This design comes from an exercise in tuning for small area, a short achievable clock period and few clock cycles per item on the open sky130 flow, not from production work.
RTL that was checked went through simulation tests only; none was proved equivalent to the original.

harbor:
// uv_sphere_index_generator
module uv_sphere_index_generator (
    input  logic         clk,
    input  logic         rst_n,
    input  logic         cfg_write,
    input  logic         cfg_index,
    input  logic [8:0]   cfg_data,
    input  logic         in_valid,
    output logic         in_ready,
    input  logic         restart,
    output logic         out_valid,
    input  logic         out_ready,
    output logic [15:0]  first_index,
    output logic [15:0]  second_index,
    output logic [15:0]  third_index,
    output logic         last_triangle
);
    logic [7:0] vm3, hm1;
    logic       lo3, hi256;
    logic [7:0] cfg_m1;
    logic [8:0] hval;
    assign lo3    = (cfg_data[8:2] == 7'd0);
    assign hi256  = cfg_data[8] && (cfg_data[7:0] != 8'd0);
    assign cfg_m1 = cfg_data[7:0] - 8'd1;
    assign hval   = {1'b0, hm1} + 9'd1;
    always_ff @(posedge clk or negedge rst_n)
    begin
        if (!rst_n)
  ...
For scale: about 1100 cells after synthesis, roughly 140 flip-flops, ~67 I/O pins, roughly 9200 um^2 of cells after synthesis.
Settings: LEC_CHECK=0, ABC_AREA=1, CAP_MARGIN=20, CORE_MARGIN=2, CORE_UTILIZATION=40, SETUP_SLACK_MARGIN=2.5, SLEW_MARGIN=20; clock period 5.5 ns.
run.sh (not shown) runs the stock make flow with config.mk's settings and CLKGATE_MAP_FILE= SYNTH_SCRIPT=/design/flow/synth_recipe.tcl, a recipe that flattens the netlist after the stock synthesis.
Looking at the reports, harbor completed the entire flow and the layout it produced met the timing, design-rule and antenna checks.
The inputs of quartz differ from those of harbor as listed below.
# harbor
export LEC_CHECK = 0
export ABC_AREA = 1
export CAP_MARGIN = 20
export CORE_MARGIN = 2
export CORE_UTILIZATION = 40
export SETUP_SLACK_MARGIN = 2.5
export SLEW_MARGIN = 20
create_clock -name core_clock -period 5.5 [get_ports {clk}]
# quartz
export LEC_CHECK = 0
export ABC_AREA = 1
export CAP_MARGIN = 20
export CORE_MARGIN = 2
export CORE_UTILIZATION = 40
export SETUP_SLACK_MARGIN = 3.0
export SLEW_MARGIN = 20
create_clock -name core_clock -period 5.5 [get_ports {clk}]
[summary]
- flip-flop to flip-flop as the kind of critical path was reported by quartz, and primary input to flip-flop by harbor.
- harbor vs quartz, termination of the worst setup path: col[3] vs r1[6]
- Compare harbor and quartz | worst setup slack after layout lower: harbor
- [compare] base=harbor new=quartz: worst hold slack shows an increase of 0.037 ns.
- quartz vs. harbor: logic depth of the worst setup path including buffers rose by 12, wire length of the first global-routing pass rose by 3.5%.
diff inputs: quartz => yarrow
# quartz
export LEC_CHECK = 0
export ABC_AREA = 1
export CAP_MARGIN = 20
export CORE_MARGIN = 2
export CORE_UTILIZATION = 40
export SETUP_SLACK_MARGIN = 3.0
export SLEW_MARGIN = 20
create_clock -name core_clock -period 5.5 [get_ports {clk}]
# yarrow
export LEC_CHECK = 0
export ABC_AREA = 1
export CAP_MARGIN = 20
export CORE_MARGIN = 2
export CORE_UTILIZATION = 40
export SETUP_SLACK_MARGIN = 2.5
export SLEW_MARGIN = 20
create_clock -name core_clock -period 5.5 [get_ports {clk}]
==> flow/flow/run.sh (new file) <==
#!/bin/bash
# The standard layout, with the port buffers made of plain buffers
# (sky130_fd_sc_hd__buf_2) rather than the cell buffer_ports picks by itself.
set -euo pipefail
bash standard.sh finish "BUFFER_PORTS_ARGS=-buffer_cell sky130_fd_sc_hd__buf_2" > flow_make.log 2>&1
==> flow/standard.sh (new file) <==
#!/bin/bash
# synth_recipe.tcl (not shown) runs the flow's synth.tcl, then flattens the netlist and writes it again
# the make line also repeats each setting of config.mk as NAME=value (left out here)
make -C /OpenROAD-flow-scripts/flow DESIGN_CONFIG=/design/flow/config.mk WORK_HOME=/design/flow/orfs CLKGATE_MAP_FILE= SYNTH_SCRIPT=/design/flow/synth_recipe.tcl "${@:-finish}"
removed: flow/run.sh
### Flow results
- Measured against each other, yarrow and quartz differ in maximum number of pins on one net before global-route repair, the higher figure coming from yarrow.
- Lower wire length among yarrow and quartz: yarrow
- Re count of clock-buffer cells in the layout: yarrow is 1 down on quartz.
- Number of buffers added for setup after CTS was lower in the run labelled yarrow.
- [compare] base=quartz new=yarrow: post-route standard cell area excluding fillers now sits lower, wire length of the first global-routing pass now smaller.
Function was not checked in any run of this note: the RTL went through the layout flow alone.

run A:
The RTL this note starts from:
==> flow/design.v <==
package uvsig_pkg;
    localparam int DIV_W = 9;
    localparam int CNT_W = 8;
    localparam int IDX_W = 16;
endpackage
module uvsig_calc (
    input  logic        cap,
    input  logic        half,
    input  logic        wf,        
    input  logic [7:0]  col,
    input  logic [15:0] r0,
    input  logic [15:0] r1,
    output logic [15:0] first_index,
    output logic [15:0] second_index,
    output logic [15:0] third_index
);
    logic [7:0]  off;
    logic        ci;
    logic [15:0] a_base, b_base, d_base;
    logic [7:0]  a_off, d_off;
    logic        a_ci, d_ci;
    assign off = wf ? 8'd0 : col;
    assign ci  = !wf;
    always_comb
    begin
        if (!cap)
        begin
            a_base = r0;
            a_off  = half ? off : col;
            a_ci   = half & ci;
            b_base = r1;
            d_base = half ? r1 : r0;
            d_off  = off;
            d_ci   = ci;
        end
        else if (!half)
        begin
            a_base = r1;
            a_off  = 8'd0;
            a_ci   = 1'b0;
            b_base = 16'd0;
            d_base = 16'd0;
            d_off  = off;
            d_ci   = ci;
        end
        else
        begin
            a_base = r0;
            a_off  = off;
            a_ci   = ci;
            b_base = r0;
            d_base = r1;
            d_off  = 8'd0;
            d_ci   = 1'b1;
        end
    end
    assign first_index  = a_base + {8'd0, a_off} + {15'd0, a_ci};
    assign second_index = b_base + {8'd0, col};
    assign third_index  = d_base + {8'd0, d_off} + {15'd0, d_ci};
endmodule
module uv_sphere_index_generator (
    input  logic         clk,
    input  logic         rst_n,
    input  logic         cfg_write,
    input  logic         cfg_index,
    input  logic [8:0]   cfg_data,
    input  logic         in_valid,
    output logic         in_ready,
    input  logic         restart,
    output logic         out_valid,
    input  logic         out_ready,
    output logic [15:0]  first_index,
    output logic [15:0]  second_index,
    output logic [15:0]  third_index,
    output logic         last_triangle
);
    logic [7:0] vm2, hm1;
    logic       lo3, hi256;
    logic [7:0] cfg_m1;
    logic       cap, wrp, half, wf;
    logic [7:0] band, col;
    logic [15:0] r0, r1;
    logic       ov, busy, stale;
    logic [3:0] step;
    assign lo3    = (cfg_data[8:2] == 7'd0);
    assign hi256  = cfg_data[8] && (cfg_data[7:0] != 8'd0);
    assign cfg_m1 = cfg_data[7:0] - 8'd1;
    always_ff @(posedge clk or negedge rst_n)
    begin
        if (!rst_n)
        begin
            vm2 <= 8'd1;
            hm1 <= 8'd2;
        end
        else if (cfg_write)
        begin
            if (cfg_index)
                hm1 <= lo3 ? 8'd2 : (hi256 ? 8'd255 : cfg_m1);
            else
                vm2 <= lo3 ? 8'd1 : (hi256 ? 8'd254 : cfg_m1 - 8'd1);
        end
    end
    logic acc, last;
    assign in_ready  = !busy && (!ov || out_ready);
    assign acc       = in_valid && in_ready;
    assign last      = wrp && half;
    assign out_valid = ov;
    logic [8:0] col_inc, band_inc;
    logic       cge, cap_end, band_end, natural;
    assign col_inc  = {1'b0, col} + 9'd1;
    assign band_inc = {1'b0, band} + 9'd1;
    assign cge      = col >= hm1;
    assign cap_end  = col_inc >= {1'b0, hm1};
    assign band_end = band_inc >= {1'b0, vm2};
    assign natural  = band_inc[7:0] == vm2;
    logic       n_cap, n_wrp, n_half;
    logic [7:0] n_band, n_col;
    logic       n_start, n_step, n_fix, upd;
    assign upd = acc || (cfg_write && !stale);
    always_comb
    begin
        n_cap   = cap;
        n_wrp   = wrp;
        n_half  = !half;
        n_band  = band;
        n_col   = col;
        n_start = 1'b0;
        n_step  = 1'b0;
        n_fix   = 1'b0;
        if ((in_valid && restart) || (last && !stale))
        begin
            n_start = 1'b1;
        end
        else if (stale)
        begin
            n_half = half;
            n_fix  = 1'b1;
            if (wrp)
                n_col = hm1;
        end
        else if (half)
        begin
            if (!cap)
            begin
                if (cge)
                begin
                    n_col  = 8'd0;
                    n_step = 1'b1;
                    if (band_end)
                    begin
                        n_band = 8'd0;
                        n_cap  = 1'b1;
                        if (!natural)
                            n_fix = 1'b1;
                    end
                    else
                    begin
                        n_band = band_inc[7:0];
                    end
                end
                else
                begin
                    n_col = col_inc[7:0];
                end
            end
            else
            begin
                if (cap_end)
                begin
                    n_col = hm1;
                    n_wrp = 1'b1;
                end
                else
                begin
                    n_col = col_inc[7:0];
                end
            end
        end
        else if (wrp)
        begin
            n_col = hm1;
        end
        if (n_start)
        begin
            n_cap  = 1'b0;
            n_wrp  = 1'b0;
            n_half = 1'b0;
            n_band = 8'd0;
            n_col  = 8'd0;
        end
    end
    logic [7:0]  mult;
    logic        mbit, horner, add_h;
    logic [15:0] add_a, add_s;
    assign mult   = cap ? vm2 : band;
    assign mbit   = mult[3'd7 - step[2:0]];
    assign horner = busy && !step[3];
    assign add_h  = horner ? mbit : 1'b1;
    assign add_a  = horner ? {r1[14:0], 1'b0} : r1;
    assign add_s  = add_a + {8'd0, hm1 & {8{add_h}}} + {15'd0, add_h};
    always_ff @(posedge clk or negedge rst_n)
    begin
        if (!rst_n)
        begin
            cap   <= 1'b1;
            wrp   <= 1'b1;
            half  <= 1'b1;
            ov    <= 1'b0;
            busy  <= 1'b0;
            stale <= 1'b0;
            step  <= 4'd0;
        end
        else
        begin
            if (upd)
            begin
                cap   <= n_cap;
                wrp   <= n_wrp;
                half  <= n_half;
            end
            if (cfg_write)
                stale <= 1'b1;
            if (acc)
            begin
                ov    <= !n_fix;
                busy  <= n_fix;
                stale <= 1'b0;
                step  <= 4'd0;
            end
            else
            begin
                if (out_ready)
                    ov <= 1'b0;
                if (busy)
                begin
                    step <= step + 4'd1;
                    if (step[3])
                    begin
                        busy <= 1'b0;
                        ov   <= 1'b1;
                    end
                end
            end
        end
    end
    always_ff @(posedge clk)
    begin
        if (upd)
        begin
            band <= n_band;
            col  <= n_col;
            wf   <= n_col >= hm1;
            if (n_start)
            begin
                r0 <= 16'd0;
                r1 <= {7'd0, {1'b0, hm1} + 9'd1};
            end
            else if (n_fix)
            begin
                r1 <= 16'd0;
            end
            else if (n_step)
            begin
                r0 <= r1;
                r1 <= add_s;
            end
        end
        else if (busy)
        begin
            if (step[3])
                r0 <= r1;
            r1 <= add_s;
        end
    end
    assign last_triangle = last;
    uvsig_calc u_calc (
        .cap          (cap),
        .half         (half),
        .wf           (wf),
        .col          (col),
        .r0           (r0),
        .r1           (r1),
        .first_index  (first_index),
        .second_index (second_index),
        .third_index  (third_index)
    );
endmodule
export LEC_CHECK = 0
export CAP_MARGIN = 20
export CORE_MARGIN = 2
export CORE_UTILIZATION = 40
export SETUP_SLACK_MARGIN = 2.5
export SLEW_MARGIN = 20
create_clock -name core_clock -period 5.5 [get_ports {clk}]
Stock flow here: none of the scripts above is used.
Run A completed; timing, DRC and antenna clean
Testbench counts of run A, summed over its fixed seeds: cycles 115,264, items 115,072.
> inputs changed (run A -> run B)
- SETUP_SLACK_MARGIN: 2.5 -> unset
### Flow results
- Clock-cell share of area: run B vs run A — no meaningful difference
- Routed wire in run B totals less than in run A.
- Compared with run A, run B shows number of gates given a new drive strength after cts lower by 333.
Input-level comparison between run C and run B:
- putting ABC_CLOCK_PERIOD_IN_PS at 2500 where nothing was set
- putting SETUP_SLACK_MARGIN at 2.5 where nothing was set
Notes after the runs:
Final critical delay including setup and external delays was lower in the run labelled run C. [compare] base=run B new=run C: number of cells in the finished layout apart from fillers grew by 148; cell area grew by 2400 µm²; post-CTS setup-driven buffer insertion count grew by 119; count of fill cells added during filler insertion shrank by 290.

==> what the ideal ports hide <==
How much do the figures lean on ideal ports? The routed layouts below were timed once more, with nothing changed but the port constraints.
Step 1 assumes that a clkbuf_16 drives the clock port and a buf_2 every other input.
Step 2 also shifts input and output timing later by t, the mid clock arrival at the registers, as if the neighbouring blocks saw the same clock.
a / b / c = ideal ports / drivers / drivers and shift; a / b = the first two.
run	shift t [ns]	setup WS [ns]	latest minus earliest clock arrival (ns)	worst slew at a driven data input, ns	cell pins on the clock port's net
harbor	0.461	2.587 / 2.608 / 2.147	0.010 / 0.010	0.04	1
quartz	0.468	2.909 / 2.909 / 2.658	0.010 / 0.010	0.03	1
yarrow	0.464	2.627 / 2.627 / 2.256	0.015 / 0.015	0.03	1
run A	0.388	1.160 / 1.119 / 1.395	0.009 / 0.009	0.03	1
run B	0.378	0.375 / 0.333 / 0.711	0.012 / 0.012	0.03	1
run C	0.388	1.160 / 1.119 / 1.395	0.009 / 0.009	0.03	1
After both steps every run listed still meets setup and hold. The setup slack of harbor, which loses most, moves by +0.021 ns with the drivers and by -0.440 ns with both steps.
